This design comes from an exercise in tuning for small area, a short achievable clock period and few clock cycles on the open sky130 flow, not from production work. No functional check of the RTL was part of any run shown here.

==> flow/design.v (outline; a module is shown in full before it is edited, if it fits) <==
// module serial_config_rx: 33 lines
// module mandel_engine: 140 lines
// module mandel_tree_x: 204 lines
// module mandel_tree_y: 192 lines
// module mandel_tree_e: 167 lines
// module mandel_render_top: 36 lines
module mandel_render_top #(
    parameter int IMG_W = 8,
    parameter int IMG_H = 6
) (
    input  logic                                 clk,
    input  logic                                 reset,
    input  logic                                 cfg_sen,
    input  logic                                 cfg_sclk,
    input  logic                                 cfg_sdata,
    output logic                                 pixel_valid,
    output logic [mandel_fixed_pkg::PIX_WIDTH-1:0] pixel_count,
    output logic                                 frame_done,
    output logic                                 busy
);
  // ...
==> flow/flow/run.sh <==
#!/bin/bash
set -euo pipefail
R="$PWD/orfs/results/$FLOW_PLATFORM/mandel_render_top/base"
bash standard.sh "$R/1_2_yosys.v" > synth_make.log 2>&1
cp "$R/1_2_yosys.v" yosys_netlist_before_polarity.v
python3 flow/polarity.py "$R/1_2_yosys.v" > polarity.log 2>&1
bash standard.sh finish SETUP_SLACK_MARGIN=6.0 > layout_make.log 2>&1
==> flow/flow/polarity.py <==
#!/usr/bin/env python3
"""Remove inverters around full adders in a flat Yosys netlist.

A full adder is self-dual: FA(~a, ~b, ~c) = (~sum, ~cout). Yosys's extract_fa
leaves many inverters between chained sky130 full adders. This pass collapses
every inverter chain into a polarity on its source net, chooses for each full
adder whether it computes the true or the complemented function (greedy local
search on the area of the inverters needed), may swap a gate for its
complemented twin (and2 <-> nand2, ...) when that saves an inverter, and then
puts back at most one inverter per source net that still needs its complement.

Only combinational inverters and full adders change; registers, ports and all
other cells keep their names and connections.

usage: polarity.py NETLIST.v [OUT.v]   (in place without OUT.v)
"""
import re
import sys
from collections import defaultdict

INV_RE = re.compile(r'^sky130_fd_sc_hd__(inv|clkinv)_\d+$')
FA_RE = re.compile(r'^sky130_fd_sc_hd__fa_\d+$')
OUT_PINS = {'X', 'Y', 'Q', 'Q_N', 'SUM', 'COUT', 'HI', 'LO'}
INV_AREA = 3.7536

# Gates with a complemented twin on the same input pins: (true, complement, area, area)
TWINS = [('and2_1', 'nand2_1', 6.256, 3.7536), ('or2_1', 'nor2_1', 6.256, 3.7536),
         ('xor2_1', 'xnor2_1', 8.7584, 8.7584), ('a21o_1', 'a21oi_1', 7.5072, 5.0048),
         ('o21a_1', 'o21ai_1', 7.5072, 5.0048), ('o21a_1', 'o21ai_0', 7.5072, 5.0048),
         ('and3_1', 'nand3_1', 6.256, 5.0048), ('or3_1', 'nor3_1', 6.256, 5.0048),
         ('a22o_1', 'a22oi_1', 8.7584, 7.5072), ('mux2_1', 'mux2i_1', 11.2608, 10.0096),
         ('o22a_1', 'o22ai_1', 8.7584, 6.256), ('a211o_1', 'a211oi_1', 8.7584, 7.5072),
         ('o211a_1', 'o211ai_1', 10.0096, 7.5072), ('and4_1', 'nand4_1', 8.7584, 6.256),
         ('or4_1', 'nor4_1', 7.5072, 6.256), ('and2b_1', 'nand2b_1', 7.5072, 6.256),
         ('or2b_1', 'nor2b_1', 7.5072, 6.256), ('a31o_1', 'a31oi_1', 8.7584, 6.256),
         ('o31a_1', 'o31ai_1', 8.7584, 7.5072), ('a21bo_1', 'a21boi_0', 10.0096, 7.5072),
         ('o21ba_1', 'o21bai_1', 10.0096, 7.5072), ('and3b_1', 'nand3b_1', 8.7584, 7.5072),
         ('or3b_1', 'nor3b_1', 8.7584, 7.5072), ('a32o_1', 'a32oi_1', 10.0096, 8.7584)]
TWIN = {}
for t, c, at, ac in TWINS:
    TWIN.setdefault('sky130_fd_sc_hd__' + t, ('sky130_fd_sc_hd__' + c, 'Y', ac - at))
    TWIN.setdefault('sky130_fd_sc_hd__' + c, ('sky130_fd_sc_hd__' + t, 'X', at - ac))

CELL_RE = re.compile(r'^([ \t]*)(sky130_fd_sc_hd__\w+)\s+(\\\S+\s|[\w$]+)\s*\((.*?)\);\s*$',
                     re.S | re.M)
PIN_RE = re.compile(r'\.(\w+)\(([^()]*)\)')


def norm(net):
    return net.strip()


def main():
    src = sys.argv[1]
    dst = sys.argv[2] if len(sys.argv) > 2 else src
    text = open(src).read()

    cells = []   # dict(type, name, pins: list of (pin, net), span)
    for m in CELL_RE.finditer(text):
        pins = [(p, norm(n)) for p, n in PIN_RE.findall(m.group(4))]
        cells.append(dict(indent=m.group(1), type=m.group(2), name=m.group(3),
                          pins=pins, span=m.span()))

    header = text[:cells[0]['span'][0]] if cells else text
    ports = set()
    for m in re.finditer(r'^\s*(input|output|inout)\s+(\[[^\]]*\]\s*)?([^;]+);', header, re.M):
        for n in m.group(3).split(','):
            ports.add(n.strip())
    if re.search(r'^\s*assign\b', text, re.M):
        assigned = set(re.findall(r'\\\S+\s|[\w$]+', ' '.join(
            re.findall(r'^\s*assign\s+(.*?);', text, re.M))))
    else:
        assigned = set()

    def base(net):
        return re.sub(r'\[\d+\]$', '', net.strip())

    def fixed(net):
        b = base(net)
        return (b in ports or net in assigned or b in assigned or "'" in net
                or net.startswith('{'))

    driver = {}
    for i, c in enumerate(cells):
        for p, n in c['pins']:
            if p in OUT_PINS:
                driver[n] = (i, p)

    # Inverters that can be collapsed
    inv_of = {}   # output net -> input net
    collapsed = set()
    for i, c in enumerate(cells):
        if INV_RE.match(c['type']):
            pins = dict(c['pins'])
            a, y = pins.get('A'), pins.get('Y')
            if a is None or y is None or fixed(y) or a == 'clk':
                continue
            inv_of[y] = a
            collapsed.add(i)

    def root(net):
        q = 0
        seen = set()
        while net in inv_of and net not in seen:
            seen.add(net)
            net = inv_of[net]
            q ^= 1
        return net, q

    fa_idx = [i for i, c in enumerate(cells) if FA_RE.match(c['type'])
              or (c['type'] in TWIN and i not in collapsed
                  and not any(fixed(n) for p, n in c['pins'] if p in OUT_PINS))]
    fa_pos = {i: k for k, i in enumerate(fa_idx)}
    flip = [0] * len(fa_idx)

    # ph(root) = flip of the full adder driving it, else 0
    def ph(r):
        d = driver.get(r)
        if d is not None and d[0] in fa_pos:
            return flip[fa_pos[d[0]]]
        return 0

    # loads: list of (cell index, pin, root, q)
    loads = []
    loads_of_root = defaultdict(list)
    for i, c in enumerate(cells):
        if i in collapsed:
            continue
        for p, n in c['pins']:
            if p in OUT_PINS:
                continue
            r, q = root(n)
            loads.append((i, p, r, q))
            loads_of_root[r].append(len(loads) - 1)
    # ports and assigned nets driven through collapsed inverters cannot occur
    # (their inverters are kept), so every kept net has its loads listed.

    is_fa = [bool(FA_RE.match(cells[i]['type'])) for i in fa_idx]

    def need(li):
        i, p, r, q = loads[li]
        f = flip[fa_pos[i]] if i in fa_pos and is_fa[fa_pos[i]] else 0
        return q ^ f ^ ph(r)

    def swap_area(k):
        return 0.0 if is_fa[k] else (TWIN[cells[fa_idx[k]]['type']][2] if flip[k] else 0.0)

    def cost_root(r):
        return 1 if any(need(li) for li in loads_of_root[r]) else 0

    def cost_local(k, rs):
        return INV_AREA * sum(cost_root(r) for r in rs) + swap_area(k)

    def fa_roots(k):
        i = fa_idx[k]
        rs = set()
        for p, n in cells[i]['pins']:
            if p in OUT_PINS:
                rs.add(n)
            elif is_fa[k]:
                rs.add(root(n)[0])
        return rs

    before = sum(cost_root(r) for r in loads_of_root)
    improved = True
    passes = 0
    while improved and passes < 50:
        improved = False
        passes += 1
        for k in range(len(fa_idx)):
            rs = fa_roots(k)
            c0 = cost_local(k, rs)
            flip[k] ^= 1
            c1 = cost_local(k, rs)
            if c1 < c0 - 1e-9:
                improved = True
            else:
                flip[k] ^= 1
    # Simulated annealing from the greedy result, keeping the best assignment
    import math
    import random
    rng = random.Random(1)
    rs_of = [fa_roots(k) for k in range(len(fa_idx))]

    def total():
        return INV_AREA * sum(cost_root(r) for r in loads_of_root) + sum(swap_area(k) for k in range(len(fa_idx)))

    cur = total()
    best, best_flip = cur, list(flip)
    steps = 300 * len(fa_idx)
    for step in range(steps):
        temp = 4.0 * (1.0 - step / steps) + 0.05
        k = rng.randrange(len(fa_idx))
        c0 = cost_local(k, rs_of[k])
        flip[k] ^= 1
        d = cost_local(k, rs_of[k]) - c0
        if d <= 0 or rng.random() < math.exp(-d / temp):
            cur += d
            if cur < best - 1e-9:
                best, best_flip = cur, list(flip)
        else:
            flip[k] ^= 1
    flip[:] = best_flip
    # finish with greedy descent
    improved = True
    while improved:
        improved = False
        for k in range(len(fa_idx)):
            c0 = cost_local(k, rs_of[k])
            flip[k] ^= 1
            if cost_local(k, rs_of[k]) < c0 - 1e-9:
                improved = True
            else:
                flip[k] ^= 1
    after = sum(cost_root(r) for r in loads_of_root)

    # New inverters: one per root that needs a complement
    inv_net = {}
    new_cells = []
    for r in sorted(loads_of_root):
        if cost_root(r):
            nm = 'pol_' + re.sub(r'[^A-Za-z0-9_]', '_', r.strip('\\ ')) + '_n'
            while nm in inv_net.values():
                nm += '_'
            inv_net[r] = nm
            new_cells.append((r, nm))

    def conn(li):
        i, p, r, q = loads[li]
        return inv_net[r] if need(li) else r

    def fmt_net(n):
        return n + ' ' if n.startswith('\\') and not n.endswith(' ') else n

    # Rebuild cell texts
    load_at = {}
    for li, (i, p, r, q) in enumerate(loads):
        load_at[(i, p)] = li
    out = []
    pos = 0
    for i, c in enumerate(cells):
        s, e = c['span']
        out.append(text[pos:s])
        pos = e
        if i in collapsed:
            continue
        lines = []
        typ = c['type']
        swapped = i in fa_pos and not is_fa[fa_pos[i]] and flip[fa_pos[i]]
        if swapped:
            typ = TWIN[c['type']][0]
        for p, n in c['pins']:
            if p in OUT_PINS:
                nn = n
                if swapped:
                    p = TWIN[c['type']][1]
            else:
                nn = conn(load_at[(i, p)])
            lines.append('%s    .%s(%s)' % (c['indent'], p, fmt_net(nn)))
        out.append('%s%s %s (\n%s\n%s);\n' % (c['indent'], typ, c['name'].rstrip(),
                                            ',\n'.join(lines), c['indent']))
    tail = text[pos:]
    add = []
    for k, (r, nm) in enumerate(new_cells):
        add.append('  sky130_fd_sc_hd__inv_1 pol_inv_%d (\n    .A(%s),\n    .Y(%s)\n  );\n'
                   % (k, fmt_net(r), nm))
    endm = tail.rfind('endmodule')
    tail = tail[:endm] + ''.join(add) + tail[endm:]
    body = ''.join(out) + tail
    # declare the new nets after the module header's declarations
    decl = ''.join('  wire %s;\n' % nm for r, nm in new_cells)
    first = CELL_RE.search(body)
    body = body[:first.start()] + decl + body[first.start():]
    open(dst, 'w').write(body)
    nfa = sum(is_fa)
    print('polarity: %d full adders (%d flipped), %d twin gates (%d swapped), inverters %d -> %d,'
          ' area change %.1f um2'
          % (nfa, sum(f for f, a in zip(flip, is_fa) if a), len(fa_idx) - nfa,
             sum(f for f, a in zip(flip, is_fa) if not a), len(collapsed), after,
             total() - INV_AREA * len(collapsed)))


if __name__ == '__main__':
    main()
==> flow/standard.sh <==
#!/bin/bash
# synth_recipe.tcl (not shown) runs the flow's synth.tcl, then flattens the netlist and writes it again
# the make line also repeats each setting of config.mk as NAME=value (left out here)
make -C /OpenROAD-flow-scripts/flow DESIGN_CONFIG=/design/flow/config.mk WORK_HOME=/design/flow/orfs CLKGATE_MAP_FILE= SYNTH_SCRIPT=/design/flow/synth_recipe.tcl "${@:-finish}"
==> flow/config.mk <==
export PLATFORM = sky130hd
export DESIGN_NAME = mandel_render_top
export DESIGN_NICKNAME = mandel_render_top
export VERILOG_FILES = /design/flow/design.v
export SDC_FILE = /design/flow/constraint.sdc
export NUM_CORES = 4
export LEC_CHECK = 0
export ABC_AREA = 1
export CAP_MARGIN = 20
export CORE_MARGIN = 2
export CORE_UTILIZATION = 40
export CTS_CLUSTER_DIAMETER = 150
export CTS_CLUSTER_SIZE = 20
export SLEW_MARGIN = 20
==> flow/constraint.sdc <==
create_clock -name core_clock -period 9.0 [get_ports {clk}]
set_input_delay 1.8000 -clock core_clock [delete_from_list [all_inputs] [get_ports {clk}]]
set_output_delay 1.8000 -clock core_clock [all_outputs]
set_load 0.01 [all_outputs]
==> results by group, run 1 <==
Critical path
  • Crit-path cells: fa_1 > fa_2 > ha_4 > inv_2 > fa_2 > o21ai_2 > nand2_1 > nand2_2 > a21oi_2 > nor2_2 > o21ai_2 > a21o_1 > a21oi_1
  • Critical path's slowest cell: fa_2
  • Setup crit end kind: flop

Die
  • # rows: 68
  • N_taps: 455

Finish
  • Register area: 4570 µm²
  • Core Util, Final: 0.448
  • Area delta synth->final: 10.3%
  • Seq_cells: 209
  • ClkCell Share: 0.0272
  • Multi-In Gates: 909
  • Largest registers: u_engine.er2 (34), u_engine.xr2 (33), u_rx.shreg (33)
  • Non-clk buf share: 0.0293
  • Seq area share: 0.295
  • Clock buffers: 23
  • Multi-input gate area: 8920 µm²
  • Nets: 1650

Yosys
  • Area of the mapped netlist: 14000 µm²
  • Net Count, Synth: 1632
  • Synth warn: 11
  • Post-Syn Instances: 1309

Detailed routing
  • WL met3: 961 µm
  • Vias per cell: 4.85
  • Met1 WL: 14000 µm
  • First-pass iteration count of the detailed router: 5

STA
  • Fin. Hold Viols: 0
  • Hold WS: 328 ps
  • Worst slew margin: 0.202
  • RSZ-0062 raised after global routing: true

Global routing
  • Initial antenna violation count: 1
  • First-pass GRT wire length: 48600 µm
  • M2 GR Usage: 0.292

CTS
  • H-tree levels: 1
  • Clock Path Buffers: 3

Min path
  • HP Class: flop to flop

Status
  • Outcome: no timing/DRC/antenna violations

Run
  • Max Cap Viol: 0
==> module serial_config_rx, before the edit <==
module serial_config_rx (
    input  logic                 clk,
    input  logic                 reset,
    input  logic                 cfg_sen,
    input  logic                 cfg_sclk,
    input  logic                 cfg_sdata,
    output mandel_cfg_pkg::cfg_t cfg,
    output logic                 start
);
    logic                                 sen_q, sen_qq;
    logic                                 sclk_q, sclk_qq;
    logic [mandel_cfg_pkg::CFG_WIDTH-1:0] shreg;
    always_ff @(posedge clk) begin
        if (reset) begin
            sen_q   <= 1'b0;
            sen_qq  <= 1'b0;
            sclk_q  <= 1'b0;
            sclk_qq <= 1'b0;
        end else begin
            sen_q   <= cfg_sen;
            sen_qq  <= sen_q;
            sclk_q  <= cfg_sclk;
            sclk_qq <= sclk_q;
        end
    end
    assign start = sen_qq & ~sen_q;
    always_ff @(posedge clk) begin
        if (sen_q && sclk_q && !sclk_qq) begin
            shreg <= {cfg_sdata, shreg[mandel_cfg_pkg::CFG_WIDTH-1:1]};
        end
    end
    assign cfg = shreg;
endmodule
==> module mandel_engine, before the edit <==
module mandel_engine (
    input  logic                 clk,
    input  logic                 reset,
    input  mandel_cfg_pkg::cfg_t cfg,
    input  logic                 start,
    output logic                 pixel_valid,
    output logic [3:0]           pixel_count,
    output logic                 frame_done,
    output logic                 busy
);
    logic               start_d;   
    logic               v1, f1, o1;
    logic [5:0]         p1;
    logic [6:0]         k1;
    logic [10:0]        zr1, zi1;
    logic               v2, f2, o2;
    logic [5:0]         p2;
    logic [6:0]         k2;
    logic [10:0]        xr2 [3];
    logic               xcin2;
    logic [10:0]        yr2 [3];
    logic               ycin2;
    logic [11:0]        er2 [3];
    logic               ecin2;
    logic               ovf2;
    logic [10:0]        xk2;       
    logic [18:0] xr [3];
    logic [10:0] kx;
    logic [5:0]  ysh;
    logic [17:0] yr [3];
    logic [19:0] er [3];
    logic [8:0]  xlo, elo;
    logic [7:0]  ylo;
    logic        ovf;
    assign ovf = (zr1[10] ^ zr1[9]) | (zi1[10] ^ zi1[9]);
    assign ysh = 6'(p1[5:3]) << cfg.scaling;
    mandel_tree_x u_tx (.zr(zr1[9:0]), .zi(zi1[9:0]), .cr(cfg.cr_offset),
                        .row0(xr[0]), .row1(xr[1]), .row2(xr[2]), .kx(kx));
    mandel_tree_y u_ty (.zr(zr1[9:0]), .zi(zi1[9:0]), .ci(cfg.ci_offset), .ys(ysh),
                        .row0(yr[0]), .row1(yr[1]), .row2(yr[2]));
    mandel_tree_e u_te (.zr(zr1[9:0]), .zi(zi1[9:0]), .row0(er[0]), .row1(er[1]), .row2(er[2]));
    assign xlo = {1'b0, xr[0][7:0]} + {1'b0, xr[1][7:0]};
    assign ylo = {1'b0, yr[0][6:0]} + {1'b0, yr[1][6:0]};
    assign elo = {1'b0, er[0][7:0]} + {1'b0, er[1][7:0]};
    always_ff @(posedge clk) begin
        for (int i = 0; i < 3; i++) xr2[i] <= xr[i][18:8];
        for (int i = 0; i < 3; i++) yr2[i] <= yr[i][17:7];
        for (int i = 0; i < 3; i++) er2[i] <= er[i][19:8];
        xcin2 <= xlo[8];
        ycin2 <= ylo[7];
        ecin2 <= elo[8];
        ovf2  <= ovf;
        xk2   <= 11'(6'(p1[2:0]) << cfg.scaling) + kx;
        f2    <= f1;
        p2    <= p1;
        k2    <= k1;
    end
    logic [10:0] zr_n, zi_n;
    logic [11:0] mag;
    logic        esc, lim0, lim1, stop, fin, out_now, last, take;
    logic [6:0]  k_inc, cnt;
    logic [5:0]  p_new;
    logic [10:0] xt_s, xt_c, xu_s, xu_c, yu_s, yu_c;
    logic [11:0] eu_s, eu_c;
    assign xt_s = xr2[0] ^ xr2[1] ^ xr2[2];
    assign xt_c = {(xr2[0][9:0] & xr2[1][9:0]) | (xr2[0][9:0] & xr2[2][9:0]) | (xr2[1][9:0] & xr2[2][9:0]), xcin2};
    assign xu_s = xt_s ^ xt_c ^ xk2;
    assign xu_c = {(xt_s[9:0] & xt_c[9:0]) | (xt_s[9:0] & xk2[9:0]) | (xt_c[9:0] & xk2[9:0]), 1'b0};
    assign yu_s = yr2[0] ^ yr2[1] ^ yr2[2];
    assign yu_c = {(yr2[0][9:0] & yr2[1][9:0]) | (yr2[0][9:0] & yr2[2][9:0]) | (yr2[1][9:0] & yr2[2][9:0]), ycin2};
    assign eu_s = er2[0] ^ er2[1] ^ er2[2];
    assign eu_c = {(er2[0][10:0] & er2[1][10:0]) | (er2[0][10:0] & er2[2][10:0]) | (er2[1][10:0] & er2[2][10:0]), ecin2};
    assign zr_n  = xu_s + xu_c;
    assign zi_n  = yu_s + yu_c;
    assign mag   = eu_s + eu_c;
    assign esc   = ovf2 || (mag[11:10] != 2'd0);
    assign k_inc = k2 + 7'd1;
    assign lim0  = (k2 == cfg.max_ctr);
    assign lim1  = (k_inc == cfg.max_ctr);
    assign stop  = esc || lim0 || lim1;
    assign fin   = f2 || stop;
    assign cnt   = (f2 || esc || lim0) ? k2 : k_inc;
    assign out_now = v2 && fin && o2;
    assign last  = (p2 == 6'd47);
    assign take  = start_d || (out_now && (p2 < 6'd46));
    assign p_new = start_d ? 6'd1 : p2 + 6'd2;
    logic [3:0] cnt_sel, k_sel, nesc_sel;
    assign k_sel    = k2[cfg.ctr_select +: 4];
    assign nesc_sel = (lim1 && !f2 && !lim0) ? cfg.max_ctr[cfg.ctr_select +: 4] : k_sel;
    assign cnt_sel  = esc ? k_sel : nesc_sel;
    always_ff @(posedge clk) begin
        if (reset) begin
            busy        <= 1'b0;
            pixel_valid <= 1'b0;
            frame_done  <= 1'b0;
            start_d     <= 1'b0;
            v1          <= 1'b0;
            v2          <= 1'b0;
        end else begin
            start_d     <= start;
            pixel_valid <= out_now;
            frame_done  <= out_now && last;
            if (start) begin
                busy <= 1'b1;
                v1   <= 1'b1;
                v2   <= 1'b0;
            end else begin
                if (out_now && last) busy <= 1'b0;
                v1 <= take || (v2 && !out_now);
                v2 <= v1;
            end
        end
    end
    always_ff @(posedge clk) begin
        pixel_count <= cnt_sel;
        o2 <= o1 || out_now;
        if (start) begin
            p1  <= '0;
            o1  <= 1'b1;
            f1  <= 1'b0;
            k1  <= '0;
            zr1 <= '0;
            zi1 <= '0;
        end else if (take) begin
            p1  <= p_new;
            o1  <= 1'b0;
            f1  <= 1'b0;
            k1  <= '0;
            zr1 <= '0;
            zi1 <= '0;
        end else begin
            p1  <= p2;
            o1  <= o2 && !out_now;
            f1  <= fin;
            k1  <= fin ? cnt : k_inc;
            zr1 <= zr_n;
            zi1 <= zi_n;
        end
    end
endmodule
==> run 2, diff against run 1 <==
--- a/flow/design.v
+++ b/flow/design.v
@@ -41,6 +41,7 @@
 );
     logic                                 sen_q, sen_qq;
     logic                                 sclk_q, sclk_qq;
+    logic                                 sdata_q;
     logic [mandel_cfg_pkg::CFG_WIDTH-1:0] shreg;
     always_ff @(posedge clk) begin
         if (reset) begin
@@ -54,11 +55,12 @@
             sclk_q  <= cfg_sclk;
             sclk_qq <= sclk_q;
         end
+        sdata_q <= cfg_sdata;
     end
     assign start = sen_qq & ~sen_q;
     always_ff @(posedge clk) begin
         if (sen_q && sclk_q && !sclk_qq) begin
-            shreg <= {cfg_sdata, shreg[mandel_cfg_pkg::CFG_WIDTH-1:1]};
+            shreg <= {sdata_q, shreg[mandel_cfg_pkg::CFG_WIDTH-1:1]};
         end
     end
     assign cfg = shreg;
@@ -74,34 +76,36 @@
     output logic                 frame_done,
     output logic                 busy
 );
-    logic               start_d;   
-    logic               v1, f1, o1;
+    logic       running;
+    logic [5:0] nxt;      
+    logic [5:0] emit;     
+    logic       nxt_ok;   
+    logic               v1, f1;
     logic [5:0]         p1;
     logic [6:0]         k1;
     logic [10:0]        zr1, zi1;
-    logic               v2, f2, o2;
+    logic               v2, f2;
     logic [5:0]         p2;
     logic [6:0]         k2;
-    logic [10:0]        xr2 [3];
+    logic [10:0]        xr2 [4];
     logic               xcin2;
     logic [10:0]        yr2 [3];
     logic               ycin2;
     logic [11:0]        er2 [3];
     logic               ecin2;
     logic               ovf2;
-    logic [10:0]        xk2;       
-    logic [18:0] xr [3];
-    logic [10:0] kx;
-    logic [5:0]  ysh;
+    logic [5:0]  xsh, ysh;
+    logic [18:0] xr [4];
     logic [17:0] yr [3];
     logic [19:0] er [3];
+    logic        ovf;
     logic [8:0]  xlo, elo;
     logic [7:0]  ylo;
-    logic        ovf;
-    assign ovf = (zr1[10] ^ zr1[9]) | (zi1[10] ^ zi1[9]);
+    assign xsh = 6'(p1[2:0]) << cfg.scaling;
     assign ysh = 6'(p1[5:3]) << cfg.scaling;
-    mandel_tree_x u_tx (.zr(zr1[9:0]), .zi(zi1[9:0]), .cr(cfg.cr_offset),
-                        .row0(xr[0]), .row1(xr[1]), .row2(xr[2]), .kx(kx));
+    assign ovf = (zr1[10] ^ zr1[9]) | (zi1[10] ^ zi1[9]);
+    mandel_tree_x u_tx (.zr(zr1[9:0]), .zi(zi1[9:0]), .cr(cfg.cr_offset), .xs(xsh),
+                        .row0(xr[0]), .row1(xr[1]), .row2(xr[2]), .row3(xr[3]));
     mandel_tree_y u_ty (.zr(zr1[9:0]), .zi(zi1[9:0]), .ci(cfg.ci_offset), .ys(ysh),
                         .row0(yr[0]), .row1(yr[1]), .row2(yr[2]));
     mandel_tree_e u_te (.zr(zr1[9:0]), .zi(zi1[9:0]), .row0(er[0]), .row1(er[1]), .row2(er[2]));
@@ -109,29 +113,27 @@
     assign ylo = {1'b0, yr[0][6:0]} + {1'b0, yr[1][6:0]};
     assign elo = {1'b0, er[0][7:0]} + {1'b0, er[1][7:0]};
     always_ff @(posedge clk) begin
-        for (int i = 0; i < 3; i++) xr2[i] <= xr[i][18:8];
+        for (int i = 0; i < 4; i++) xr2[i] <= xr[i][18:8];
         for (int i = 0; i < 3; i++) yr2[i] <= yr[i][17:7];
         for (int i = 0; i < 3; i++) er2[i] <= er[i][19:8];
+        ovf2  <= ovf;
         xcin2 <= xlo[8];
         ycin2 <= ylo[7];
         ecin2 <= elo[8];
-        ovf2  <= ovf;
-        xk2   <= 11'(6'(p1[2:0]) << cfg.scaling) + kx;
         f2    <= f1;
         p2    <= p1;
         k2    <= k1;
     end
     logic [10:0] zr_n, zi_n;
     logic [11:0] mag;
-    logic        esc, lim0, lim1, stop, fin, out_now, last, take;
+    logic        esc, lim0, lim1, stop, fin, out_now, last;
     logic [6:0]  k_inc, cnt;
-    logic [5:0]  p_new;
     logic [10:0] xt_s, xt_c, xu_s, xu_c, yu_s, yu_c;
     logic [11:0] eu_s, eu_c;
     assign xt_s = xr2[0] ^ xr2[1] ^ xr2[2];
-    assign xt_c = {(xr2[0][9:0] & xr2[1][9:0]) | (xr2[0][9:0] & xr2[2][9:0]) | (xr2[1][9:0] & xr2[2][9:0]), xcin2};
-    assign xu_s = xt_s ^ xt_c ^ xk2;
-    assign xu_c = {(xt_s[9:0] & xt_c[9:0]) | (xt_s[9:0] & xk2[9:0]) | (xt_c[9:0] & xk2[9:0]), 1'b0};
+    assign xt_c = {(xr2[0][9:0] & xr2[1][9:0]) | (xr2[0][9:0] & xr2[2][9:0]) | (xr2[1][9:0] & xr2[2][9:0]), 1'b0};
+    assign xu_s = xt_s ^ xt_c ^ xr2[3];
+    assign xu_c = {(xt_s[9:0] & xt_c[9:0]) | (xt_s[9:0] & xr2[3][9:0]) | (xt_c[9:0] & xr2[3][9:0]), xcin2};
     assign yu_s = yr2[0] ^ yr2[1] ^ yr2[2];
     assign yu_c = {(yr2[0][9:0] & yr2[1][9:0]) | (yr2[0][9:0] & yr2[2][9:0]) | (yr2[1][9:0] & yr2[2][9:0]), ycin2};
     assign eu_s = er2[0] ^ er2[1] ^ er2[2];
@@ -146,57 +148,61 @@
     assign stop  = esc || lim0 || lim1;
     assign fin   = f2 || stop;
     assign cnt   = (f2 || esc || lim0) ? k2 : k_inc;
-    assign out_now = v2 && fin && o2;
+    logic [3:0] cnt_sel;
+    assign cnt_sel = (lim1 && !f2 && !lim0 && !esc) ? cfg.max_ctr[cfg.ctr_select +: 4]
+                                                    : k2[cfg.ctr_select +: 4];
+    assign out_now = v2 && fin && (p2 == emit);
     assign last  = (p2 == 6'd47);
-    assign take  = start_d || (out_now && (p2 < 6'd46));
-    assign p_new = start_d ? 6'd1 : p2 + 6'd2;
-    logic [3:0] cnt_sel, k_sel, nesc_sel;
-    assign k_sel    = k2[cfg.ctr_select +: 4];
-    assign nesc_sel = (lim1 && !f2 && !lim0) ? cfg.max_ctr[cfg.ctr_select +: 4] : k_sel;
-    assign cnt_sel  = esc ? k_sel : nesc_sel;
+    assign nxt_ok = (nxt != 6'd48);
+    logic take;    
+    assign take = running && nxt_ok && (!v2 || out_now);
     always_ff @(posedge clk) begin
         if (reset) begin
+            running     <= 1'b0;
             busy        <= 1'b0;
             pixel_valid <= 1'b0;
             frame_done  <= 1'b0;
-            start_d     <= 1'b0;
             v1          <= 1'b0;
             v2          <= 1'b0;
         end else begin
-            start_d     <= start;
-            pixel_valid <= out_now;
-            frame_done  <= out_now && last;
+            v2          <= v1;
+            pixel_valid <= 1'b0;
+            frame_done  <= 1'b0;
             if (start) begin
-                busy <= 1'b1;
-                v1   <= 1'b1;
-                v2   <= 1'b0;
+                running <= 1'b1;
+                busy    <= 1'b1;
+                v1      <= 1'b0;
+                v2      <= 1'b0;
             end else begin
-                if (out_now && last) busy <= 1'b0;
+                if (out_now) begin
+                    pixel_valid <= 1'b1;
+                    frame_done  <= last;
+                    if (last) begin
+                        running <= 1'b0;
+                        busy    <= 1'b0;
+                    end
+                end
                 v1 <= take || (v2 && !out_now);
-                v2 <= v1;
             end
         end
     end
     always_ff @(posedge clk) begin
-        pixel_count <= cnt_sel;
-        o2 <= o1 || out_now;
         if (start) begin
-            p1  <= '0;
-            o1  <= 1'b1;
-            f1  <= 1'b0;
-            k1  <= '0;
-            zr1 <= '0;
-            zi1 <= '0;
-        end else if (take) begin
-            p1  <= p_new;
-            o1  <= 1'b0;
+            nxt  <= '0;
+            emit <= '0;
+        end else begin
+            if (take)    nxt  <= nxt + 6'd1;
+            if (out_now) emit <= emit + 6'd1;
+        end
+        pixel_count <= cnt_sel;
+        if (take) begin
+            p1  <= nxt;
             f1  <= 1'b0;
             k1  <= '0;
             zr1 <= '0;
             zi1 <= '0;
         end else begin
             p1  <= p2;
-            o1  <= o2 && !out_now;
             f1  <= fin;
             k1  <= fin ? cnt : k_inc;
             zr1 <= zr_n;
@@ -208,10 +214,11 @@
     input  logic [9:0] zr,
     input  logic [9:0] zi,
     input  logic [10:0] cr,
+    input  logic [5:0] xs,
     output logic [18:0] row0,
     output logic [18:0] row1,
     output logic [18:0] row2,
-    output logic [10:0] kx
+    output logic [18:0] row3
 );
     logic s1, k2, s3, k4, s5, k6, s7, k8, s9, k10, s11, k12, s13, k14, s15, k16;
     logic s17, k18, s19, k20, s21, k22, s23, k24, s25, k26, s27, k28, s29, k30, s31, k32;
@@ -224,7 +231,7 @@
     logic s129, k130, s131, k132, s133, k134, s135, k136, s137, k138, s139, k140, s141, k142, s143, k144;
     logic s145, k146, s147, k148, s149, k150, s151, k152, s153, k154, s155, k156, s157, k158, s159, k160;
     logic s161, k162, s163, k164, s165, k166, s167, k168, s169, k170, s171, k172, s173, k174, s175, k176;
-    logic s177, k178;
+    logic s177, k178, s179, k180, s181, k182;
     assign s1 = zr[0] ^ ~zi[0];
     assign k2 = zr[0] & ~zi[0];
     assign s3 = zr[1] ^ (zr[0] & zr[1]) ^ ~zi[1];
@@ -253,160 +260,164 @@
     assign k26 = (~(zi[0] & zi[6]) & ~(zi[1] & zi[5])) | (~(zi[0] & zi[6]) & ~(zi[2] & zi[4])) | (~(zi[1] & zi[5]) & ~(zi[2] & zi[4]));
     assign s27 = zr[4] ^ (zr[0] & zr[7]) ^ (zr[1] & zr[6]);
     assign k28 = (zr[4] & (zr[0] & zr[7])) | (zr[4] & (zr[1] & zr[6])) | ((zr[0] & zr[7]) & (zr[1] & zr[6]));
-    assign s29 = (zr[2] & zr[5]) ^ (zr[3] & zr[4]) ^ ~zi[4];
-    assign k30 = ((zr[2] & zr[5]) & (zr[3] & zr[4])) | ((zr[2] & zr[5]) & ~zi[4]) | ((zr[3] & zr[4]) & ~zi[4]);
-    assign s31 = (zr[0] & zr[8]) ^ (zr[1] & zr[7]) ^ (zr[2] & zr[6]);
-    assign k32 = ((zr[0] & zr[8]) & (zr[1] & zr[7])) | ((zr[0] & zr[8]) & (zr[2] & zr[6])) | ((zr[1] & zr[7]) & (zr[2] & zr[6]));
-    assign s33 = zr[5] ^ ~(zr[0] & zr[9]) ^ (zr[1] & zr[8]);
-    assign k34 = (zr[5] & ~(zr[0] & zr[9])) | (zr[5] & (zr[1] & zr[8])) | (~(zr[0] & zr[9]) & (zr[1] & zr[8]));
-    assign s35 = (zr[2] & zr[7]) ^ (zr[3] & zr[6]) ^ (zr[4] & zr[5]);
-    assign k36 = ((zr[2] & zr[7]) & (zr[3] & zr[6])) | ((zr[2] & zr[7]) & (zr[4] & zr[5])) | ((zr[3] & zr[6]) & (zr[4] & zr[5]));
-    assign s37 = ~zi[5] ^ (zi[0] & zi[9]);
-    assign k38 = ~zi[5] & (zi[0] & zi[9]);
-    assign s39 = ~(zr[1] & zr[9]) ^ (zr[2] & zr[8]) ^ (zr[3] & zr[7]);
-    assign k40 = (~(zr[1] & zr[9]) & (zr[2] & zr[8])) | (~(zr[1] & zr[9]) & (zr[3] & zr[7])) | ((zr[2] & zr[8]) & (zr[3] & zr[7]));
-    assign s41 = (zr[4] & zr[6]) ^ (zi[1] & zi[9]);
-    assign k42 = (zr[4] & zr[6]) & (zi[1] & zi[9]);
-    assign s43 = zr[6] ^ ~(zr[2] & zr[9]) ^ (zr[3] & zr[8]);
-    assign k44 = (zr[6] & ~(zr[2] & zr[9])) | (zr[6] & (zr[3] & zr[8])) | (~(zr[2] & zr[9]) & (zr[3] & zr[8]));
-    assign s45 = (zr[4] & zr[7]) ^ (zr[5] & zr[6]) ^ ~zi[6];
-    assign k46 = ((zr[4] & zr[7]) & (zr[5] & zr[6])) | ((zr[4] & zr[7]) & ~zi[6]) | ((zr[5] & zr[6]) & ~zi[6]);
-    assign s47 = k4 ^ k6;
-    assign k48 = k4 & k6;
-    assign s49 = k8 ^ s9 ^ s11;
-    assign k50 = (k8 & s9) | (k8 & s11) | (s9 & s11);
-    assign s51 = k10 ^ k12 ^ s13;
-    assign k52 = (k10 & k12) | (k10 & s13) | (k12 & s13);
-    assign s53 = k14 ^ k16 ^ s17;
-    assign k54 = (k14 & k16) | (k14 & s17) | (k16 & s17);
-    assign s55 = s19 ^ s21;
-    assign k56 = s19 & s21;
-    assign s57 = k18 ^ k20 ^ k22;
-    assign k58 = (k18 & k20) | (k18 & k22) | (k20 & k22);
-    assign s59 = s23 ^ s25 ^ 1'b1;
-    assign k60 = (s23 & s25) | (s23 & 1'b1) | (s25 & 1'b1);
-    assign s61 = k24 ^ k26 ^ s27;
-    assign k62 = (k24 & k26) | (k24 & s27) | (k26 & s27);
-    assign s63 = s29 ^ ~(zi[0] & zi[7]) ^ ~(zi[1] & zi[6]);
-    assign k64 = (s29 & ~(zi[0] & zi[7])) | (s29 & ~(zi[1] & zi[6])) | (~(zi[0] & zi[7]) & ~(zi[1] & zi[6]));
-    assign s65 = ~(zi[2] & zi[5]) ^ ~(zi[3] & zi[4]);
-    assign k66 = ~(zi[2] & zi[5]) & ~(zi[3] & zi[4]);
-    assign s67 = k28 ^ k30 ^ s31;
-    assign k68 = (k28 & k30) | (k28 & s31) | (k30 & s31);
-    assign s69 = (zr[3] & zr[5]) ^ ~(zi[0] & zi[8]) ^ ~(zi[1] & zi[7]);
-    assign k70 = ((zr[3] & zr[5]) & ~(zi[0] & zi[8])) | ((zr[3] & zr[5]) & ~(zi[1] & zi[7])) | (~(zi[0] & zi[8]) & ~(zi[1] & zi[7]));
-    assign s71 = ~(zi[2] & zi[6]) ^ ~(zi[3] & zi[5]) ^ cr[1];
-    assign k72 = (~(zi[2] & zi[6]) & ~(zi[3] & zi[5])) | (~(zi[2] & zi[6]) & cr[1]) | (~(zi[3] & zi[5]) & cr[1]);
-    assign s73 = k32 ^ s33 ^ s35;
-    assign k74 = (k32 & s33) | (k32 & s35) | (s33 & s35);
-    assign s75 = s37 ^ ~(zi[1] & zi[8]) ^ ~(zi[2] & zi[7]);
-    assign k76 = (s37 & ~(zi[1] & zi[8])) | (s37 & ~(zi[2] & zi[7])) | (~(zi[1] & zi[8]) & ~(zi[2] & zi[7]));
-    assign s77 = ~(zi[3] & zi[6]) ^ ~(zi[4] & zi[5]) ^ cr[2];
-    assign k78 = (~(zi[3] & zi[6]) & ~(zi[4] & zi[5])) | (~(zi[3] & zi[6]) & cr[2]) | (~(zi[4] & zi[5]) & cr[2]);
-    assign s79 = k34 ^ k36 ^ k38;
-    assign k80 = (k34 & k36) | (k34 & k38) | (k36 & k38);
-    assign s81 = s39 ^ s41 ^ ~(zi[2] & zi[8]);
-    assign k82 = (s39 & s41) | (s39 & ~(zi[2] & zi[8])) | (s41 & ~(zi[2] & zi[8]));
-    assign s83 = ~(zi[3] & zi[7]) ^ ~(zi[4] & zi[6]) ^ cr[3];
-    assign k84 = (~(zi[3] & zi[7]) & ~(zi[4] & zi[6])) | (~(zi[3] & zi[7]) & cr[3]) | (~(zi[4] & zi[6]) & cr[3]);
-    assign s85 = k40 ^ k42 ^ s43;
-    assign k86 = (k40 & k42) | (k40 & s43) | (k42 & s43);
-    assign s87 = s45 ^ (zi[2] & zi[9]) ^ ~(zi[3] & zi[8]);
-    assign k88 = (s45 & (zi[2] & zi[9])) | (s45 & ~(zi[3] & zi[8])) | ((zi[2] & zi[9]) & ~(zi[3] & zi[8]));
-    assign s89 = ~(zi[4] & zi[7]) ^ ~(zi[5] & zi[6]) ^ cr[4];
-    assign k90 = (~(zi[4] & zi[7]) & ~(zi[5] & zi[6])) | (~(zi[4] & zi[7]) & cr[4]) | (~(zi[5] & zi[6]) & cr[4]);
-    assign s91 = k44 ^ k46 ^ ~(zr[3] & zr[9]);
-    assign k92 = (k44 & k46) | (k44 & ~(zr[3] & zr[9])) | (k46 & ~(zr[3] & zr[9]));
-    assign s93 = (zr[4] & zr[8]) ^ (zr[5] & zr[7]) ^ (zi[3] & zi[9]);
-    assign k94 = ((zr[4] & zr[8]) & (zr[5] & zr[7])) | ((zr[4] & zr[8]) & (zi[3] & zi[9])) | ((zr[5] & zr[7]) & (zi[3] & zi[9]));
-    assign s95 = ~(zi[4] & zi[8]) ^ ~(zi[5] & zi[7]) ^ cr[5];
-    assign k96 = (~(zi[4] & zi[8]) & ~(zi[5] & zi[7])) | (~(zi[4] & zi[8]) & cr[5]) | (~(zi[5] & zi[7]) & cr[5]);
-    assign s97 = zr[7] ^ ~(zr[4] & zr[9]) ^ (zr[5] & zr[8]);
-    assign k98 = (zr[7] & ~(zr[4] & zr[9])) | (zr[7] & (zr[5] & zr[8])) | (~(zr[4] & zr[9]) & (zr[5] & zr[8]));
-    assign s99 = (zr[6] & zr[7]) ^ ~zi[7] ^ (zi[4] & zi[9]);
-    assign k100 = ((zr[6] & zr[7]) & ~zi[7]) | ((zr[6] & zr[7]) & (zi[4] & zi[9])) | (~zi[7] & (zi[4] & zi[9]));
-    assign s101 = ~(zi[5] & zi[8]) ^ ~(zi[6] & zi[7]) ^ cr[6];
-    assign k102 = (~(zi[5] & zi[8]) & ~(zi[6] & zi[7])) | (~(zi[5] & zi[8]) & cr[6]) | (~(zi[6] & zi[7]) & cr[6]);
-    assign s103 = ~(zr[5] & zr[9]) ^ (zr[6] & zr[8]) ^ (zi[5] & zi[9]);
-    assign k104 = (~(zr[5] & zr[9]) & (zr[6] & zr[8])) | (~(zr[5] & zr[9]) & (zi[5] & zi[9])) | ((zr[6] & zr[8]) & (zi[5] & zi[9]));
-    assign s105 = zr[8] ^ ~(zr[6] & zr[9]) ^ (zr[7] & zr[8]);
-    assign k106 = (zr[8] & ~(zr[6] & zr[9])) | (zr[8] & (zr[7] & zr[8])) | (~(zr[6] & zr[9]) & (zr[7] & zr[8]));
-    assign s107 = k48 ^ s49;
-    assign k108 = k48 & s49;
-    assign s109 = k50 ^ s51 ^ s15;
-    assign k110 = (k50 & s51) | (k50 & s15) | (s51 & s15);
-    assign s111 = k52 ^ s53 ^ s55;
-    assign k112 = (k52 & s53) | (k52 & s55) | (s53 & s55);
-    assign s113 = k54 ^ k56 ^ s57;
-    assign k114 = (k54 & k56) | (k54 & s57) | (k56 & s57);
-    assign s115 = k58 ^ k60 ^ s61;
-    assign k116 = (k58 & k60) | (k58 & s61) | (k60 & s61);
-    assign s117 = s63 ^ s65;
-    assign k118 = s63 & s65;
-    assign s119 = k62 ^ k64 ^ k66;
-    assign k120 = (k62 & k64) | (k62 & k66) | (k64 & k66);
-    assign s121 = s67 ^ s69 ^ s71;
-    assign k122 = (s67 & s69) | (s67 & s71) | (s69 & s71);
-    assign s123 = k68 ^ k70 ^ k72;
-    assign k124 = (k68 & k70) | (k68 & k72) | (k70 & k72);
-    assign s125 = s73 ^ s75 ^ s77;
-    assign k126 = (s73 & s75) | (s73 & s77) | (s75 & s77);
-    assign s127 = k74 ^ k76 ^ k78;
-    assign k128 = (k74 & k76) | (k74 & k78) | (k76 & k78);
-    assign s129 = s79 ^ s81 ^ s83;
-    assign k130 = (s79 & s81) | (s79 & s83) | (s81 & s83);
-    assign s131 = k80 ^ k82 ^ k84;
-    assign k132 = (k80 & k82) | (k80 & k84) | (k82 & k84);
-    assign s133 = s85 ^ s87 ^ s89;
-    assign k134 = (s85 & s87) | (s85 & s89) | (s87 & s89);
-    assign s135 = k86 ^ k88 ^ k90;
-    assign k136 = (k86 & k88) | (k86 & k90) | (k88 & k90);
-    assign s137 = s91 ^ s93 ^ s95;
-    assign k138 = (s91 & s93) | (s91 & s95) | (s93 & s95);
-    assign s139 = k92 ^ k94 ^ k96;
-    assign k140 = (k92 & k94) | (k92 & k96) | (k94 & k96);
-    assign s141 = s97 ^ s99 ^ s101;
-    assign k142 = (s97 & s99) | (s97 & s101) | (s99 & s101);
-    assign s143 = k98 ^ k100 ^ k102;
-    assign k144 = (k98 & k100) | (k98 & k102) | (k100 & k102);
-    assign s145 = s103 ^ ~(zi[6] & zi[8]) ^ cr[7];
-    assign k146 = (s103 & ~(zi[6] & zi[8])) | (s103 & cr[7]) | (~(zi[6] & zi[8]) & cr[7]);
-    assign s147 = k104 ^ s105 ^ ~zi[8];
-    assign k148 = (k104 & s105) | (k104 & ~zi[8]) | (s105 & ~zi[8]);
-    assign s149 = (zi[6] & zi[9]) ^ ~(zi[7] & zi[8]) ^ cr[8];
-    assign k150 = ((zi[6] & zi[9]) & ~(zi[7] & zi[8])) | ((zi[6] & zi[9]) & cr[8]) | (~(zi[7] & zi[8]) & cr[8]);
-    assign s151 = k106 ^ ~(zr[7] & zr[9]) ^ (zi[7] & zi[9]);
-    assign k152 = (k106 & ~(zr[7] & zr[9])) | (k106 & (zi[7] & zi[9])) | (~(zr[7] & zr[9]) & (zi[7] & zi[9]));
-    assign s153 = zr[9] ^ ~(zr[8] & zr[9]) ^ ~zi[9];
-    assign k154 = (zr[9] & ~(zr[8] & zr[9])) | (zr[9] & ~zi[9]) | (~(zr[8] & zr[9]) & ~zi[9]);
-    assign s155 = k112 ^ s113;
-    assign k156 = k112 & s113;
-    assign s157 = k114 ^ s115 ^ s117;
-    assign k158 = (k114 & s115) | (k114 & s117) | (s115 & s117);
-    assign s159 = k116 ^ k118 ^ s119;
-    assign k160 = (k116 & k118) | (k116 & s119) | (k118 & s119);
-    assign s161 = k120 ^ k122 ^ s123;
-    assign k162 = (k120 & k122) | (k120 & s123) | (k122 & s123);
-    assign s163 = k124 ^ k126 ^ s127;
-    assign k164 = (k124 & k126) | (k124 & s127) | (k126 & s127);
-    assign s165 = k128 ^ k130 ^ s131;
-    assign k166 = (k128 & k130) | (k128 & s131) | (k130 & s131);
-    assign s167 = k132 ^ k134 ^ s135;
-    assign k168 = (k132 & k134) | (k132 & s135) | (k134 & s135);
-    assign s169 = k136 ^ k138 ^ s139;
-    assign k170 = (k136 & k138) | (k136 & s139) | (k138 & s139);
-    assign s171 = k140 ^ k142 ^ s143;
-    assign k172 = (k140 & k142) | (k140 & s143) | (k142 & s143);
-    assign s173 = k144 ^ k146 ^ s147;
-    assign k174 = (k144 & k146) | (k144 & s147) | (k146 & s147);
-    assign s175 = k148 ^ k150 ^ s151;
-    assign k176 = (k148 & k150) | (k148 & s151) | (k150 & s151);
-    assign s177 = k152 ^ s153 ^ (zi[8] & zi[9]);
-    assign k178 = (k152 & s153) | (k152 & (zi[8] & zi[9])) | (s153 & (zi[8] & zi[9]));
-    assign row0 = {k176, k174, k172, k170, k168, k166, k164, k162, k160, k158, k156, s155, k110, k108, s107, s47, s3, k2, s1};
-    assign row1 = {s177, s175, s173, s171, s169, s167, s165, s163, s161, s159, s157, s59, s111, s109, 1'b1, s7, s5, 1'b1, 1'b1};
-    assign row2 = {~cr[10], cr[9], s149, s145, s141, s137, s133, s129, s125, s121, cr[0], 1'b0, 1'b0, 1'b0, 1'b0, 1'b0, 1'b0, 1'b0, 1'b0};
-    assign kx = 11'd1031;
+    assign s29 = zr[5] ^ ~(zr[0] & zr[9]) ^ (zr[1] & zr[8]);
+    assign k30 = (zr[5] & ~(zr[0] & zr[9])) | (zr[5] & (zr[1] & zr[8])) | (~(zr[0] & zr[9]) & (zr[1] & zr[8]));
+    assign s31 = k4 ^ k6;
+    assign k32 = k4 & k6;
+    assign s33 = k8 ^ s9 ^ s11;
+    assign k34 = (k8 & s9) | (k8 & s11) | (s9 & s11);
+    assign s35 = k10 ^ k12 ^ s13;
+    assign k36 = (k10 & k12) | (k10 & s13) | (k12 & s13);
+    assign s37 = k14 ^ k16 ^ s17;
+    assign k38 = (k14 & k16) | (k14 & s17) | (k16 & s17);
+    assign s39 = s19 ^ s21;
+    assign k40 = s19 & s21;
+    assign s41 = k18 ^ k20 ^ k22;
+    assign k42 = (k18 & k20) | (k18 & k22) | (k20 & k22);
+    assign s43 = s23 ^ s25 ^ 1'b1;
+    assign k44 = (s23 & s25) | (s23 & 1'b1) | (s25 & 1'b1);
+    assign s45 = k24 ^ k26 ^ s27;
+    assign k46 = (k24 & k26) | (k24 & s27) | (k26 & s27);
+    assign s47 = (zr[2] & zr[5]) ^ (zr[3] & zr[4]) ^ ~zi[4];
+    assign k48 = ((zr[2] & zr[5]) & (zr[3] & zr[4])) | ((zr[2] & zr[5]) & ~zi[4]) | ((zr[3] & zr[4]) & ~zi[4]);
+    assign s49 = ~(zi[0] & zi[7]) ^ ~(zi[1] & zi[6]) ^ ~(zi[2] & zi[5]);
+    assign k50 = (~(zi[0] & zi[7]) & ~(zi[1] & zi[6])) | (~(zi[0] & zi[7]) & ~(zi[2] & zi[5])) | (~(zi[1] & zi[6]) & ~(zi[2] & zi[5]));
+    assign s51 = k28 ^ (zr[0] & zr[8]) ^ (zr[1] & zr[7]);
+    assign k52 = (k28 & (zr[0] & zr[8])) | (k28 & (zr[1] & zr[7])) | ((zr[0] & zr[8]) & (zr[1] & zr[7]));
+    assign s53 = (zr[2] & zr[6]) ^ (zr[3] & zr[5]) ^ ~(zi[0] & zi[8]);
+    assign k54 = ((zr[2] & zr[6]) & (zr[3] & zr[5])) | ((zr[2] & zr[6]) & ~(zi[0] & zi[8])) | ((zr[3] & zr[5]) & ~(zi[0] & zi[8]));
+    assign s55 = ~(zi[1] & zi[7]) ^ ~(zi[2] & zi[6]) ^ ~(zi[3] & zi[5]);
+    assign k56 = (~(zi[1] & zi[7]) & ~(zi[2] & zi[6])) | (~(zi[1] & zi[7]) & ~(zi[3] & zi[5])) | (~(zi[2] & zi[6]) & ~(zi[3] & zi[5]));
+    assign s57 = s29 ^ (zr[2] & zr[7]) ^ (zr[3] & zr[6]);
+    assign k58 = (s29 & (zr[2] & zr[7])) | (s29 & (zr[3] & zr[6])) | ((zr[2] & zr[7]) & (zr[3] & zr[6]));
+    assign s59 = (zr[4] & zr[5]) ^ ~zi[5] ^ (zi[0] & zi[9]);
+    assign k60 = ((zr[4] & zr[5]) & ~zi[5]) | ((zr[4] & zr[5]) & (zi[0] & zi[9])) | (~zi[5] & (zi[0] & zi[9]));
+    assign s61 = ~(zi[1] & zi[8]) ^ ~(zi[2] & zi[7]) ^ ~(zi[3] & zi[6]);
+    assign k62 = (~(zi[1] & zi[8]) & ~(zi[2] & zi[7])) | (~(zi[1] & zi[8]) & ~(zi[3] & zi[6])) | (~(zi[2] & zi[7]) & ~(zi[3] & zi[6]));
+    assign s63 = ~(zi[4] & zi[5]) ^ cr[2];
+    assign k64 = ~(zi[4] & zi[5]) & cr[2];
+    assign s65 = k30 ^ ~(zr[1] & zr[9]) ^ (zr[2] & zr[8]);
+    assign k66 = (k30 & ~(zr[1] & zr[9])) | (k30 & (zr[2] & zr[8])) | (~(zr[1] & zr[9]) & (zr[2] & zr[8]));
+    assign s67 = (zr[3] & zr[7]) ^ (zr[4] & zr[6]) ^ (zi[1] & zi[9]);
+    assign k68 = ((zr[3] & zr[7]) & (zr[4] & zr[6])) | ((zr[3] & zr[7]) & (zi[1] & zi[9])) | ((zr[4] & zr[6]) & (zi[1] & zi[9]));
+    assign s69 = ~(zi[2] & zi[8]) ^ ~(zi[3] & zi[7]) ^ ~(zi[4] & zi[6]);
+    assign k70 = (~(zi[2] & zi[8]) & ~(zi[3] & zi[7])) | (~(zi[2] & zi[8]) & ~(zi[4] & zi[6])) | (~(zi[3] & zi[7]) & ~(zi[4] & zi[6]));
+    assign s71 = zr[6] ^ ~(zr[2] & zr[9]) ^ (zr[3] & zr[8]);
+    assign k72 = (zr[6] & ~(zr[2] & zr[9])) | (zr[6] & (zr[3] & zr[8])) | (~(zr[2] & zr[9]) & (zr[3] & zr[8]));
+    assign s73 = (zr[4] & zr[7]) ^ (zr[5] & zr[6]) ^ ~zi[6];
+    assign k74 = ((zr[4] & zr[7]) & (zr[5] & zr[6])) | ((zr[4] & zr[7]) & ~zi[6]) | ((zr[5] & zr[6]) & ~zi[6]);
+    assign s75 = (zi[2] & zi[9]) ^ ~(zi[3] & zi[8]) ^ ~(zi[4] & zi[7]);
+    assign k76 = ((zi[2] & zi[9]) & ~(zi[3] & zi[8])) | ((zi[2] & zi[9]) & ~(zi[4] & zi[7])) | (~(zi[3] & zi[8]) & ~(zi[4] & zi[7]));
+    assign s77 = ~(zr[3] & zr[9]) ^ (zr[4] & zr[8]) ^ (zr[5] & zr[7]);
+    assign k78 = (~(zr[3] & zr[9]) & (zr[4] & zr[8])) | (~(zr[3] & zr[9]) & (zr[5] & zr[7])) | ((zr[4] & zr[8]) & (zr[5] & zr[7]));
+    assign s79 = zr[7] ^ ~(zr[4] & zr[9]);
+    assign k80 = zr[7] & ~(zr[4] & zr[9]);
+    assign s81 = k32 ^ s33;
+    assign k82 = k32 & s33;
+    assign s83 = k34 ^ s35 ^ s15;
+    assign k84 = (k34 & s35) | (k34 & s15) | (s35 & s15);
+    assign s85 = k36 ^ s37 ^ s39;
+    assign k86 = (k36 & s37) | (k36 & s39) | (s37 & s39);
+    assign s87 = k38 ^ k40 ^ s41;
+    assign k88 = (k38 & k40) | (k38 & s41) | (k40 & s41);
+    assign s89 = k42 ^ k44 ^ s45;
+    assign k90 = (k42 & k44) | (k42 & s45) | (k44 & s45);
+    assign s91 = s47 ^ s49 ^ ~(zi[3] & zi[4]);
+    assign k92 = (s47 & s49) | (s47 & ~(zi[3] & zi[4])) | (s49 & ~(zi[3] & zi[4]));
+    assign s93 = k46 ^ k48 ^ k50;
+    assign k94 = (k46 & k48) | (k46 & k50) | (k48 & k50);
+    assign s95 = s51 ^ s53 ^ s55;
+    assign k96 = (s51 & s53) | (s51 & s55) | (s53 & s55);
+    assign s97 = cr[1] ^ xs[1];
+    assign k98 = cr[1] & xs[1];
+    assign s99 = k52 ^ k54 ^ k56;
+    assign k100 = (k52 & k54) | (k52 & k56) | (k54 & k56);
+    assign s101 = s57 ^ s59 ^ s61;
+    assign k102 = (s57 & s59) | (s57 & s61) | (s59 & s61);
+    assign s103 = s63 ^ xs[2] ^ 1'b1;
+    assign k104 = (s63 & xs[2]) | (s63 & 1'b1) | (xs[2] & 1'b1);
+    assign s105 = k58 ^ k60 ^ k62;
+    assign k106 = (k58 & k60) | (k58 & k62) | (k60 & k62);
+    assign s107 = k64 ^ s65 ^ s67;
+    assign k108 = (k64 & s65) | (k64 & s67) | (s65 & s67);
+    assign s109 = s69 ^ cr[3] ^ xs[3];
+    assign k110 = (s69 & cr[3]) | (s69 & xs[3]) | (cr[3] & xs[3]);
+    assign s111 = k66 ^ k68 ^ k70;
+    assign k112 = (k66 & k68) | (k66 & k70) | (k68 & k70);
+    assign s113 = s71 ^ s73 ^ s75;
+    assign k114 = (s71 & s73) | (s71 & s75) | (s73 & s75);
+    assign s115 = ~(zi[5] & zi[6]) ^ cr[4] ^ xs[4];
+    assign k116 = (~(zi[5] & zi[6]) & cr[4]) | (~(zi[5] & zi[6]) & xs[4]) | (cr[4] & xs[4]);
+    assign s117 = k72 ^ k74 ^ k76;
+    assign k118 = (k72 & k74) | (k72 & k76) | (k74 & k76);
+    assign s119 = s77 ^ (zi[3] & zi[9]) ^ ~(zi[4] & zi[8]);
+    assign k120 = (s77 & (zi[3] & zi[9])) | (s77 & ~(zi[4] & zi[8])) | ((zi[3] & zi[9]) & ~(zi[4] & zi[8]));
+    assign s121 = ~(zi[5] & zi[7]) ^ cr[5] ^ xs[5];
+    assign k122 = (~(zi[5] & zi[7]) & cr[5]) | (~(zi[5] & zi[7]) & xs[5]) | (cr[5] & xs[5]);
+    assign s123 = k78 ^ s79 ^ (zr[5] & zr[8]);
+    assign k124 = (k78 & s79) | (k78 & (zr[5] & zr[8])) | (s79 & (zr[5] & zr[8]));
+    assign s125 = (zr[6] & zr[7]) ^ ~zi[7] ^ (zi[4] & zi[9]);
+    assign k126 = ((zr[6] & zr[7]) & ~zi[7]) | ((zr[6] & zr[7]) & (zi[4] & zi[9])) | (~zi[7] & (zi[4] & zi[9]));
+    assign s127 = ~(zi[5] & zi[8]) ^ ~(zi[6] & zi[7]) ^ cr[6];
+    assign k128 = (~(zi[5] & zi[8]) & ~(zi[6] & zi[7])) | (~(zi[5] & zi[8]) & cr[6]) | (~(zi[6] & zi[7]) & cr[6]);
+    assign s129 = k80 ^ ~(zr[5] & zr[9]) ^ (zr[6] & zr[8]);
+    assign k130 = (k80 & ~(zr[5] & zr[9])) | (k80 & (zr[6] & zr[8])) | (~(zr[5] & zr[9]) & (zr[6] & zr[8]));
+    assign s131 = (zi[5] & zi[9]) ^ ~(zi[6] & zi[8]);
+    assign k132 = (zi[5] & zi[9]) & ~(zi[6] & zi[8]);
+    assign s133 = zr[8] ^ ~(zr[6] & zr[9]) ^ (zr[7] & zr[8]);
+    assign k134 = (zr[8] & ~(zr[6] & zr[9])) | (zr[8] & (zr[7] & zr[8])) | (~(zr[6] & zr[9]) & (zr[7] & zr[8]));
+    assign s135 = ~zi[8] ^ (zi[6] & zi[9]);
+    assign k136 = ~zi[8] & (zi[6] & zi[9]);
+    assign s137 = k86 ^ s87;
+    assign k138 = k86 & s87;
+    assign s139 = k88 ^ s89 ^ s91;
+    assign k140 = (k88 & s89) | (k88 & s91) | (s89 & s91);
+    assign s141 = cr[0] ^ xs[0];
+    assign k142 = cr[0] & xs[0];
+    assign s143 = k90 ^ k92 ^ s93;
+    assign k144 = (k90 & k92) | (k90 & s93) | (k92 & s93);
+    assign s145 = s95 ^ s97 ^ 1'b1;
+    assign k146 = (s95 & s97) | (s95 & 1'b1) | (s97 & 1'b1);
+    assign s147 = k94 ^ k96 ^ k98;
+    assign k148 = (k94 & k96) | (k94 & k98) | (k96 & k98);
+    assign s149 = s99 ^ s101 ^ s103;
+    assign k150 = (s99 & s101) | (s99 & s103) | (s101 & s103);
+    assign s151 = k100 ^ k102 ^ k104;
+    assign k152 = (k100 & k102) | (k100 & k104) | (k102 & k104);
+    assign s153 = s105 ^ s107 ^ s109;
+    assign k154 = (s105 & s107) | (s105 & s109) | (s107 & s109);
+    assign s155 = k106 ^ k108 ^ k110;
+    assign k156 = (k106 & k108) | (k106 & k110) | (k108 & k110);
+    assign s157 = s111 ^ s113 ^ s115;
+    assign k158 = (s111 & s113) | (s111 & s115) | (s113 & s115);
+    assign s159 = k112 ^ k114 ^ k116;
+    assign k160 = (k112 & k114) | (k112 & k116) | (k114 & k116);
+    assign s161 = s117 ^ s119 ^ s121;
+    assign k162 = (s117 & s119) | (s117 & s121) | (s119 & s121);
+    assign s163 = k118 ^ k120 ^ k122;
+    assign k164 = (k118 & k120) | (k118 & k122) | (k120 & k122);
+    assign s165 = s123 ^ s125 ^ s127;
+    assign k166 = (s123 & s125) | (s123 & s127) | (s125 & s127);
+    assign s167 = k124 ^ k126 ^ k128;
+    assign k168 = (k124 & k126) | (k124 & k128) | (k126 & k128);
+    assign s169 = s129 ^ s131 ^ cr[7];
+    assign k170 = (s129 & s131) | (s129 & cr[7]) | (s131 & cr[7]);
+    assign s171 = k130 ^ k132 ^ s133;
+    assign k172 = (k130 & k132) | (k130 & s133) | (k132 & s133);
+    assign s173 = s135 ^ ~(zi[7] & zi[8]) ^ cr[8];
+    assign k174 = (s135 & ~(zi[7] & zi[8])) | (s135 & cr[8]) | (~(zi[7] & zi[8]) & cr[8]);
+    assign s175 = k134 ^ k136 ^ ~(zr[7] & zr[9]);
+    assign k176 = (k134 & k136) | (k134 & ~(zr[7] & zr[9])) | (k136 & ~(zr[7] & zr[9]));
+    assign s177 = (zi[7] & zi[9]) ^ cr[9];
+    assign k178 = (zi[7] & zi[9]) & cr[9];
+    assign s179 = zr[9] ^ ~(zr[8] & zr[9]) ^ ~zi[9];
+    assign k180 = (zr[9] & ~(zr[8] & zr[9])) | (zr[9] & ~zi[9]) | (~(zr[8] & zr[9]) & ~zi[9]);
+    assign s181 = (zi[8] & zi[9]) ^ ~cr[10] ^ 1'b1;
+    assign k182 = ((zi[8] & zi[9]) & ~cr[10]) | ((zi[8] & zi[9]) & 1'b1) | (~cr[10] & 1'b1);
+    assign row0 = {k176, k172, k168, k164, k160, k156, k152, k148, k144, k140, k138, s137, k84, k82, s81, s31, s3, k2, s1};
+    assign row1 = {k178, k174, k170, k166, k162, k158, k154, k150, k146, k142, s139, s43, s85, s83, 1'b1, s7, s5, 1'b1, 1'b1};
+    assign row2 = {s179, s175, s171, s167, s163, s159, s155, s151, s147, s143, s141, 1'b0, 1'b0, 1'b0, 1'b0, 1'b0, 1'b0, 1'b0, 1'b0};
+    assign row3 = {s181, s177, s173, s169, s165, s161, s157, s153, s149, s145, 1'b1, 1'b0, 1'b0, 1'b0, 1'b0, 1'b0, 1'b0, 1'b0, 1'b0};
 endmodule
 module mandel_tree_y (
     input  logic [9:0] zr,
==> flow/run.sh (new file) <==
#!/bin/bash
# synth_recipe.tcl (not shown) runs the flow's synth.tcl, then flattens the netlist and writes it again
# the make line also repeats each setting of config.mk as NAME=value (left out here)
make -C /OpenROAD-flow-scripts/flow DESIGN_CONFIG=/design/flow/config.mk WORK_HOME=/design/flow/orfs CLKGATE_MAP_FILE= SYNTH_SCRIPT=/design/flow/synth_recipe.tcl finish
--- a/flow/config.mk
+++ b/flow/config.mk
@@ -5,10 +5,8 @@
 export SDC_FILE = /design/flow/constraint.sdc
 export NUM_CORES = 4
 export LEC_CHECK = 0
-export ABC_AREA = 1
 export CAP_MARGIN = 20
 export CORE_MARGIN = 2
 export CORE_UTILIZATION = 40
-export CTS_CLUSTER_DIAMETER = 150
-export CTS_CLUSTER_SIZE = 20
+export SETUP_SLACK_MARGIN = 5
 export SLEW_MARGIN = 20
removed: flow/flow/run.sh
removed: flow/flow/polarity.py
removed: flow/standard.sh
==> run 2 against run 1 <==
  * Maximum frequency decreased by 21%
  * Flip-flop and latch count increased by 13
  * Still clean on timing, DRC and antenna
  * Synthesized area increased by 4.3%
  * Core utilization decreased by 0.43 points
  * Wire length increased by 3.2%
  * Count of clock-buffer cells in the layout increased by 17
  * Clock skew decreased by 9.1 ps
  * Worst hold slack got worse by 3.4 ps
  * First-iteration DRC count decreased by 40%
  * Final cell count increased by 1.8%
  * Global-route usage increased by 0.16 points
  * Critical path depth decreased by 3
==> results by group, run 2 <==
Status
  • Outcome: no timing/DRC/antenna violations

CTS
  • CTS tree: done
  • Clock Path Buffers: 3 (unchanged)
  • Clock-pin slew on the worst setup and hold paths: 60 ps
  • H-tree levels: 1 (unchanged)
  • Clock Sinks: 222

Min path
  • HP Class: flop to flop

Die
  • Die Wd: 195 µm
  • Initial Util: 0.403
  • # rows: 70 (+2.9%)
  • Die height: 195 µm
  • Die Area: 38100 µm²
  • Core area: 36300 µm²
  • I/O pin count: 12

STA
  • Max Clock Freq: 0.268 GHz
  • Fin. Hold Viols: 0 (unchanged)
  • Worst slew margin: 0.348 (+0.146)
  • Worst Max-Slew Pin Slew: 977 ps
  • Slew Viols, Final: 0
  • Post-route setup slack: 5270 ps
  • Final setup vio count: 0
  • RSZ-0062 raised after global routing: false
  • Clock period minus worst slack: 3730 ps
  • Fin crit share: 0.414

Critical path
  • Critical path's slowest cell: or3_1
  • Crit path required time: 9430 ps
  • Largest stage delay, worst path: 570 ps
  • CP max FO: 11
  • Crit path DAT: 4160 ps
  • Crit Path Class: flop to flop
  • Setup crit end kind: flop
  • Crit-path cells: fa_1 > ha_1 > a21o_1 > a21o_1 > a21oi_1 > a21oi_1 > or3b_1 > or3_1 > mux4_2 > mux2_2

Yosys
  • Net Count, Synth: 1652 (+1.2%)
  • Most common cell in the synthesized netlist: fa_1
  • Dominant synthesized flop cell: dfxtp_1
  • Area of the mapped netlist: 14600 µm² (+4.3%)
  • Synth Area in XOR/XNOR: 0.0340
  • Post-Syn Instances: 1325 (+1.2%)
  • Cell taking the most area after synthesis: fa_1
  • Async set-reset flop share out of synthesis: 0
  • Adder-Cell Fraction of Synth Area: 0.391
  • Synth warn: 11 (unchanged)
  • Post-synth top area share: 0.308
  • EDFF count, synth: 33
  • Main combinational cell family by area after synthesis: adder cells

Finish
  • Top reg by flops: u_engine.xr2
  • Multi-input gate area: 8870 µm² (-0.64%)
  • Layout cell share with drive strength beyond 1: 0.0539
  • Nets: 1663 (+0.79%)
  • Register area: 4770 µm² (+4.4%)
  • Area delta synth->final: 10.2%
  • Largest registers: u_engine.xr2 (43), u_engine.er2 (34), u_rx.shreg (33)

Global routing
  • Gr usage total: 0.173
  • First-pass GRT wire length: 51200 µm (+5.4%)
  • Initial antenna violation count: 0 (-1)
  • GRT overflow: 0
  • Largest net degree at the start of global routing: 34

Detailed routing
  • First-pass iteration count of the detailed router: 6 (+1)
  • Antenna Violating Nets Remaining: 0
  • 1st-iter DRT viols: 305
  • DR vias: 8724
  • Vias per cell: 4.79 (-1.3%)

Place
  • Place WS: 4800 ps
  • PortBufs: 11

Run
  • Max Cap Viol: 0 (unchanged)
[run 2: area by class of cell]
| type | instances | share of cell area |
|---|---|---|
| clock inverters | 5 | 0.00388 |
| inverters | 223 | 0.0519 |
| multi-input cells | 835 | 0.550 |
| clock buffers | 40 | 0.0473 |
| repair buffers | 29 | 0.0152 |
| flip-flops and latches | 222 | 0.296 |
| well taps | 468 | 0.0363 |
[run 2: layer usage]
layer | global-route usage | part of all wire | wire (µm) | vias to the layer above
met1 | 0.227 | 0.45 | 14100 | 4403
met4 | 0.0466 | 0.026 | 813 | 0
met3 | 0.0242 | 0.038 | 1200 | 51
met5 | 0 | 0 | 0 | -
li1 | - | - | - | 4126
met2 | 0.300 | 0.49 | 15400 | 144
[run 2: final timing paths]
kind                 startpoint                       to  slack, ps  cells after the start
max reg2reg  u_engine.er2[2][8]  u_engine.pixel_count[2]       5270                     10
min              u_engine.k1[6]           u_engine.k2[6]        320                      0
min reg2reg      u_engine.k1[6]           u_engine.k2[6]        320                      0
max          u_engine.er2[2][8]  u_engine.pixel_count[2]       5270                     10
[run 2: logic make-up (layout without fill, tap and decap cells)]
group	count (synthesis)	in the layout
xor+xnor	56	56
buf+inv	268	297
compound gates	96	96
mux	32	32
fa+ha+maj	322	322
simple gates	329	329
flops	222	222
[run 2: stage by stage]
step,instances,utilization,hold slack (ps),area (µm²)
4_1_cts,1820,0.443,326,16100
2_1_floorplan,1325,-,310,14600
5_1_grt,1822,0.444,330,16100
3_3_place_gp,1775,0.420,311,15300
3_5_place_dp,1775,0.420,313,15300
6_report,1822,0.444,324,16100
[run 2: worst max-delay path: cells and delay by family (launching register included)]
kind / cells / cell delay, ps
flip-flops: 1 / 310
multiplexers: 2 / 750
AO/OA/AOI/OAI: 4 / 620
adder cells (fa/ha/maj): 2 / 840
AND/OR/NAND/NOR: 2 / 1100
[run 2: what timing repair did]
action                     CTS  global route
pin swaps                    0             1
gates resized for setup      1             1
hold buffers                 0             0
buffers inserted             0             2
setup endpoints to repair   14            12

==> re-timing with driven ports <==
Ports are ideal in the flow. The routed layouts listed here were re-timed in OpenROAD.
Step 1 (the two cells are an assumption about what drives the block):
set clk [get_ports {clk}]
set_driving_cell -lib_cell sky130_fd_sc_hd__clkbuf_16 $clk
set_driving_cell -lib_cell sky130_fd_sc_hd__buf_2 [delete_from_list [all_inputs] $clk]
Step 2, shift: input delay + t, output delay - t, t = (earliest + latest rising clock arrival at the registers) / 2. This alone moves slack from input paths to output paths.
a / b / c = ideal / step 1 / step 2; a / b = the first two.
run | shift t [ns] | setup slack, ns | hold slack, ns | latest minus earliest clock arrival (ns) | cell pins on the clock port's net
run 1 | 0.534 | 6.049 / 6.049 / 6.049 | 0.328 / 0.328 / 0.328 | 0.025 / 0.024 | 1
run 2 | 0.590 | 5.273 / 5.273 / 5.273 | 0.324 / 0.324 / 0.324 | 0.016 / 0.016 | 1
After both steps every run listed still meets setup and hold.
